This design comes from an exercise in tuning for small area and a short achievable clock period on the open sky130 flow, not from production work. Only simulation tests tie the RTL to the original design; equivalence was not proved. Power and IR drop assume default switching activity.

===== design/flow/constraint.sdc =====
create_clock -name core_clock -period 10.0 [get_ports {clk}]
set_input_delay 2.0000 -clock core_clock [delete_from_list [all_inputs] [get_ports {clk}]]
set_output_delay 2.0000 -clock core_clock [all_outputs]
set_load 0.01 [all_outputs]

===== design/flow/standard.sh =====
#!/bin/bash
# synth_recipe.tcl (not shown) runs the flow's synth.tcl, then flattens the netlist and writes it again
# the make line also repeats each setting of config.mk as NAME=value (left out here)
make -C /OpenROAD-flow-scripts/flow DESIGN_CONFIG=/design/flow/config.mk WORK_HOME=/design/flow/orfs CLKGATE_MAP_FILE= SYNTH_SCRIPT=/design/flow/synth_recipe.tcl "${@:-finish}"

===== design/flow/design.v =====
module mem_responder #(
    parameter int ADDR_WIDTH  = 16,
    parameter int DEPTH_WORDS = 256,
    parameter int LATENCY     = 3
) (
    input  logic                  clk,
    input  logic                  rst_n,
    input  logic                  mem_read,
    input  logic                  mem_write,
    input  logic [1:0]            mem_byte_enable,
    input  logic [ADDR_WIDTH-1:0] mem_address,
    input  logic [15:0]           mem_wdata,
    output logic [15:0]           mem_rdata,
    output logic                  mem_resp,
    output logic                  protocol_err
);
    localparam int RN = 4;      
    localparam int RL = 64;     
    localparam int NT = 22;     
    typedef enum logic [1:0] {IDLE, WAIT, RESP} state_t;
    state_t      state;
    logic [1:0]  cnt;
    logic        lat_read;
    logic        lat_write;
    logic [7:0]  lat_idx;
    logic [15:0] lat_wdata;
    logic [1:0]  lat_be;
    logic        resp_prev;
    logic [15:0] ring [RN][RL];
    logic [5:0]  phase;         
    logic [5:0]  rslot;         
    logic        p_valid;       
    logic [1:0]  p_ring;
    logic [5:0]  p_slot;        
    logic [15:0] p_data;
    logic [1:0]  p_be;
    logic [15:0] cap;           
    logic        req_any;
    logic [7:0]  req_idx;
    logic        retrigger;
    logic        acc_go;
    assign req_idx = mem_address[8:1];
    assign req_any = mem_read | mem_write;
    assign retrigger = resp_prev
                       && (mem_read == lat_read) && (mem_write == lat_write)
                       && (req_idx == lat_idx) && (mem_wdata == lat_wdata)
                       && (mem_byte_enable == lat_be);
    logic at_end;
    assign at_end = (state == WAIT) && (cnt == 2'd0);
    assign acc_go = at_end && req_any;
    logic [RN-1:0] rsel;
    logic [NT-1:0] tsel;
    logic          at_tap;
    logic [15:0]   tapval;
    always_comb begin
        tapval = '0;
        for (int r = 0; r < RN; r++)
            for (int j = 0; j < NT; j++)
                tapval = tapval | ({16{rsel[r] & tsel[j]}} & (ring[r][3 * j] ^ {16{1'((3 * j) >> 2)}}));
    end
    logic        byp;
    logic [15:0] rd_raw, rd_m;
    assign byp    = p_valid && (p_ring == lat_idx[7:6]) && (p_slot == rslot);
    assign rd_raw = at_tap ? tapval : cap;
    assign rd_m[7:0]  = (byp && p_be[0]) ? p_data[7:0]  : rd_raw[7:0];
    assign rd_m[15:8] = (byp && p_be[1]) ? p_data[15:8] : rd_raw[15:8];
    logic        p_commit;
    assign p_commit = p_valid && (p_slot[1:0] == 2'b11);
    always_ff @(posedge clk) begin
        for (int r = 0; r < RN; r++) begin
            for (int s = 0; s < RL; s++) begin
                if ((s % 4) == 0) begin
                    if (p_commit && p_ring == r[1:0]
                            && p_slot[5:2] == 4'(((s + RL - 1) % RL) / 4)) begin
                        ring[r][s][7:0]  <= ~(p_be[0] ? (p_data[7:0]  ^ {8{1'(((s + RL - 1) % RL) >> 2)}})
                                                      : ring[r][(s + RL - 1) % RL][7:0]);
                        ring[r][s][15:8] <= ~(p_be[1] ? (p_data[15:8] ^ {8{1'(((s + RL - 1) % RL) >> 2)}})
                                                      : ring[r][(s + RL - 1) % RL][15:8]);
                    end else begin
                        ring[r][s] <= ~ring[r][(s + RL - 1) % RL];
                    end
                end else begin
                    ring[r][s] <= ring[r][(s + RL - 1) % RL];
                end
            end
        end
    end
    logic       accept;
    logic [5:0] rslot_next;
    assign accept     = (state == IDLE);
    assign rslot_next = accept ? (mem_address[6:1] + phase) : (rslot + 6'd1);
    logic [2:0]    a_hi, a_lo;
    logic [7:0]    lo_hit, hi_hit;
    logic          lo_carry;
    logic [NT-1:0] tsel_next;
    logic          tsel_any;
    assign a_hi = mem_address[6:4];
    assign a_lo = mem_address[3:1];
    always_comb begin
        lo_carry = ({1'b0, a_lo} + {1'b0, phase[2:0]}) > 4'd7;
        for (int k = 0; k < 8; k++) begin
            lo_hit[k] = (a_lo == 3'(k - phase[2:0]));
            hi_hit[k] = lo_carry ? (a_hi == 3'(k - phase[5:3] - 1)) : (a_hi == 3'(k - phase[5:3]));
        end
        for (int j = 0; j < NT; j++) begin
            if (accept) tsel_next[j] = lo_hit[(3 * j) % 8] & hi_hit[(3 * j) / 8];
            else        tsel_next[j] = (rslot + 6'd1) == 6'(3 * j);
        end
        tsel_any = |tsel_next;
    end
    always_ff @(posedge clk) begin
        phase <= phase + 6'd1;
        cap   <= rd_m;
        rslot <= rslot_next;
        tsel  <= tsel_next;
        at_tap <= tsel_any;
        if (accept)
            for (int r = 0; r < RN; r++) rsel[r] <= (mem_address[8:7] == r[1:0]);
        p_valid <= (acc_go && lat_write) || (p_valid && !p_commit);
        if (at_end) begin
            p_ring  <= lat_idx[7:6];
            p_slot  <= rslot + 6'd1;
            p_data  <= lat_wdata;
            p_be    <= lat_be;
        end else begin
            p_slot <= p_slot + 6'd1;
        end
    end
    always_ff @(posedge clk or negedge rst_n) begin
        if (!rst_n) begin
            state        <= IDLE;
            cnt          <= '0;
            lat_read     <= 1'b0;
            lat_write    <= 1'b0;
            lat_idx      <= '0;
            lat_wdata    <= '0;
            lat_be       <= '0;
            resp_prev    <= 1'b0;
            mem_resp     <= 1'b0;
            mem_rdata    <= '0;
            protocol_err <= 1'b0;
        end else begin
            resp_prev <= mem_resp;
            mem_resp  <= acc_go;
            if (acc_go && !lat_write) begin
                mem_rdata <= rd_m;
            end
            case (state)
                IDLE: begin
                    lat_read  <= mem_read;
                    lat_write <= mem_write;
                    lat_idx   <= req_idx;
                    lat_wdata <= mem_wdata;
                    lat_be    <= mem_byte_enable;
                    cnt       <= 2'd2;
                    if (req_any) begin
                        if ((mem_read && mem_write) || retrigger) begin
                            protocol_err <= 1'b1;
                        end
                        state <= WAIT;
                    end
                end
                WAIT: begin
                    if (!req_any) begin
                        state <= IDLE;
                    end else if (cnt == '0) begin
                        state <= RESP;
                    end else begin
                        cnt <= cnt - 1'b1;
                    end
                end
                RESP: begin
                    state <= IDLE;
                end
                default: begin
                    state <= IDLE;
                end
            endcase
        end
    end
endmodule

===== design/flow/flow/run.sh =====
#!/bin/bash
set -euo pipefail
bash standard.sh SETUP_SLACK_MARGIN=6.6 finish > standard.log 2>&1

===== design/flow/config.mk =====
export PLATFORM = sky130hd
export DESIGN_NAME = mem_responder
export DESIGN_NICKNAME = mem_responder
export VERILOG_FILES = /design/flow/design.v
export SDC_FILE = /design/flow/constraint.sdc
export NUM_CORES = 4
export LEC_CHECK = 0
export CAP_MARGIN = 10
export CORE_MARGIN = 2
export CORE_UTILIZATION = 60
export CTS_CLUSTER_DIAMETER = 100
export CTS_CLUSTER_SIZE = 25
export SLEW_MARGIN = 10

==> flow_metrics.tcl <==
set metrics [dict create \
    internal-power_w 0.0219 \
    wl_per_cell_um 32.6 \
    finalNonFillerCells 10700 \
    initial_core_util_pct 60.5 \
    synthTopCellsByArea "dfxtp_1, mux2i_1, a21oi_1" \
    dp.cells 10300 \
    fin_crit_sh_pct 36.0 \
    yosys_warnings 2 \
    final_util_pct 66.5 \
    drt-pass1-iter-count 6 \
    worstPathMaxFanout 18 \
    crit_required_ns 10.75 \
    hold_buffers 0 \
    syn-cell-area_um2 108000 \
    tns_ns 0 \
    nNetsFinal 8348 \
    synth_top_family_by_area "compound AO/OA/AOI/OAI gates" \
    endpoint_kind "flop" \
    ir_worst_vdd_mv 0.190 \
    p_sw_w 0.00813 \
    p_seq_share_pct 59.1 \
    drv_slew 0 \
    viasPerCell 6.00 \
    die_h_um 429 \
    hpwl_um 214000 \
    synth_cell_type_count 85 \
    syn_inst 8198 \
    outcome "no timing/DRC/antenna violations" \
    mostFrequentLayoutCell "dfxtp_1" \
    fin_skew_ns 0.0355 \
    synth_xor_area_share_pct 0.557 \
    dr.first_iter.drc_count 9386 \
    fmax_ghz 0.278 \
    yosysTopAreaCellShare_pct 76.9 \
    io_buffers 47 \
    p_leak_nw 45.6 \
    p_clk_share_pct 28.1 \
    critPathKind "flop to flop" \
    fp.dieW_um 429 \
    worstMarginPinSlew_ns 1.28 \
    setup_viol 0 \
    cp_data_arrival_time_ns 4.35 \
    area_growth_pct 9.97 \
    hp-class "flop to flop" \
    synth.largest_area_cell "dfxtp_1" \
    layout_min_cycle_time_ns 3.60 \
    synthMuxAreaShare_pct 4.93 \
    rsz0062_at_grt "true" \
    ys.flop_type "dfxtp_1" \
    ys_async_sr_fraction_pct 1.21 \
    grt_max_degree 85 \
    synth_edf_count 24 \
    grt_pass1_wl_um 467000 \
    synth-adder-area-share_pct 0.236 \
    most-common-layout-cells "dfxtp_1, nor2_1, a21oi_1" \
    drive_above_1_share_pct 8.14 \
    powerDensity_nw_per_um2 252 \
    grt_antenna_before_repair 34 \
    clk-insertion-delay-late_ns 0.87 \
    clkTransAtPathRegs_ns 0.10 \
    clock-sinks 4229 \
    critPathLaunchType "flop" \
    pre_cts_ws_ns 4.70 \
    synth_nets 8255 \
    synth_simple_gate_area_share_pct 5.72 \
    hold_viol_final 0 \
    max_cap_violations 0 \
    power.share.combinational_pct 12.8 \
    routed_wirelength_um 348000 \
    ys_seq_elements 4229 \
    nFillCells 13200 \
    vias 64000 \
    swShare_pct 27.1 \
    synth-compound-area-share_pct 8.26 \
    grt_pass1_vias 58300 \
    drc 0 \
    layout_setup_ws_ns 6.40 \
    grt_usage_pct 36.7 \
    overflow 0 \
    place_congestion 0.960 \
    cts_tree "done" \
    numCtsBuffers 187 \
    clockBufferDepth 3 \
    synth_seq_area_share_pct 78.7 \
    slew_headroom_pct 14.4 \
    ant_nets 0 \
    coreArea_um2 179000 \
    avgSynthCellArea_um2 13.2 \
    htreeDepth 4 \
    num_io_pins 56 \
    root_buffer "clkbuf_16" \
    rows 155 \
    dieArea_um2 184000 \
]
-- per-stage QoR --
stage / power (W) / hold slack [ns] / instance area, um2
after global routing: 0.0308 / 0.316 / 119000
after CTS: 0.0297 / 0.315 / 118000
final: 0.0300 / 0.305 / 119000
after global placement: 0.0212 / 0.309 / 111000
after floorplan: 0.0195 / 0.310 / 108000
after detailed placement: 0.0213 / 0.312 / 111000
-- path summary, 6_finish.rpt --
| check | start | endpoint | slack (ns) | cells after the start |
|---|---|---|---|---|
| setup / recovery | tsel[0] | mem_rdata[3] | 6.40 | 9 |
| hold / removal | ring[162][1] | ring[163][1] | 0.31 | 0 |
| setup reg to reg | tsel[0] | mem_rdata[3] | 6.40 | 9 |
| hold reg to reg | ring[162][1] | ring[163][1] | 0.31 | 0 |
| max in group asynchronous | rst_n | mem_rdata[1] | 8.21 | 2 |
| min in group asynchronous | rst_n | mem_rdata[9] | 1.26 | 2 |
-- sequential cells by signal (all words and copies together) (netlist names), 2 cells and up --
signal and count:
cap 16, cnt 2, lat_be 2, lat_idx 8
lat_wdata 16, mem_rdata 16, p_be 2, p_data 16
p_ring 2, p_slot 6, phase 6, ring 4096
rsel 4, rslot 6, state 2, tsel 22
-- cells in the mapped netlist, drive strengths merged, types with 5 or more instances --
| cell | n |
|---|---|
| a311oi | 8 |
| a222oi | 21 |
| inv | 32 |
| nand3 | 105 |
| o22ai | 166 |
| and3 | 15 |
| dfrtp | 51 |
| xnor2 | 35 |
| a221o | 10 |
| mux2 | 16 |
| and2 | 15 |
| a22oi | 67 |
| a22o | 49 |
| a211oi | 13 |
| a32oi | 13 |
| o32ai | 13 |
| o221ai | 23 |
| nor2 | 711 |
| ha | 18 |
| o2111ai | 24 |
| o21ai | 269 |
| buf | 90 |
| a2bb2oi | 48 |
| xor2 | 33 |
| mux2i | 515 |
| a221oi | 55 |
| o211ai | 7 |
| nand2b | 7 |
| a21o | 6 |
| or4 | 14 |
| edfxtp | 24 |
| a21oi | 570 |
| nand2 | 479 |
| a31oi | 14 |
| clkbuf | 305 |
| nor2b | 10 |
| nor4 | 33 |
| a2111oi | 16 |
| a21boi | 5 |
| o31ai | 15 |
| or3 | 7 |
| dfxtp | 4154 |
| nand4 | 44 |
| nor3 | 22 |
-- layer usage --
metal / share of wire [%] / vias to the layer above / track usage [%]
met2: 41 / 3643 / 51.3
li1: - / 27800 / -
met1: 44 / 32000 / 55.3
met5: 0.012 / - / 0
met4: 3.9 / 8 / 12.5
met3: 12 / 620 / 9.21
-- power by group through the flow --
stage | clock [W] | sequential [W] | combinational, W
after detailed placement | 0 | 0.0182 | 0.00310
final | 0.00844 | 0.0178 | 0.00383
after global routing | 0.00908 | 0.0178 | 0.00387
after global placement | 0 | 0.0181 | 0.00310
after CTS | 0.00847 | 0.0177 | 0.00346
after floorplan | 0 | 0.0179 | 0.00161
-- logic make-up after synthesis --
kind of cell             count (synthesis)
AO/OA/AOI/OAI                         1440
XOR/XNOR                                68
adder cells (fa/ha/maj)                 20
AND/OR/NAND/NOR                       1481
flip-flops                            4229
buffers and inverters                  429
multiplexers                           531
-- worst max-delay path, stage by stage, from the launching register on --
cell	delay [ns]
dfxtp_4	0.55
buf_4	0.39
and2_1	0.37
buf_4	0.26
a32oi_1	0.19
o2111ai_1	0.16
nor4_1	0.34
nand4_1	0.55
a22o_1	0.38
mux2_2	0.26
-- layout make-up --
class,count,area [um2],share of cell area (%)
clock buffer,203,4820,4.06
tap,2355,2950,2.48
multi-input combinational,3540,22200,18.6
timing repair buffer,299,3380,2.84
sequential,4229,85200,71.6
antenna,11,27.5,0.0231
inverter,34,302,0.253
clock inverter,10,110,0.0926
-- timing repair --
item,CTS,global route
setup buffers,53,39
gates resized for setup,333,95
endpoints found under the setup margin,82,38
gates cloned,10,9
pin swaps,33,42

[static timing again, ports no longer ideal]
How much do the figures lean on ideal ports? The routed layout below was timed once more, with nothing changed but the port constraints. Step 1, drivers: a clkbuf_16 drives clk and a buf_2 each remaining input, both assumed. Step 2 moves the port delays by t, midway between the first and last clock arrival at a register: inputs arrive t later, outputs are due t later. That takes back most of the time a late clock gives input paths. a / b / c = ideal / step 1 / step 2; a / b = the first two.
t, ns: 0.943
setup WS [ns]: 6.401 / 6.401 / 5.648
hold slack, ns: 0.305 / 0.305 / 0.305
pins driven straight from the clock port: 1
After both steps setup and hold are still met in this run. The setup slack of this run moves by 0.000 ns with the drivers and by -0.753 ns with both steps.
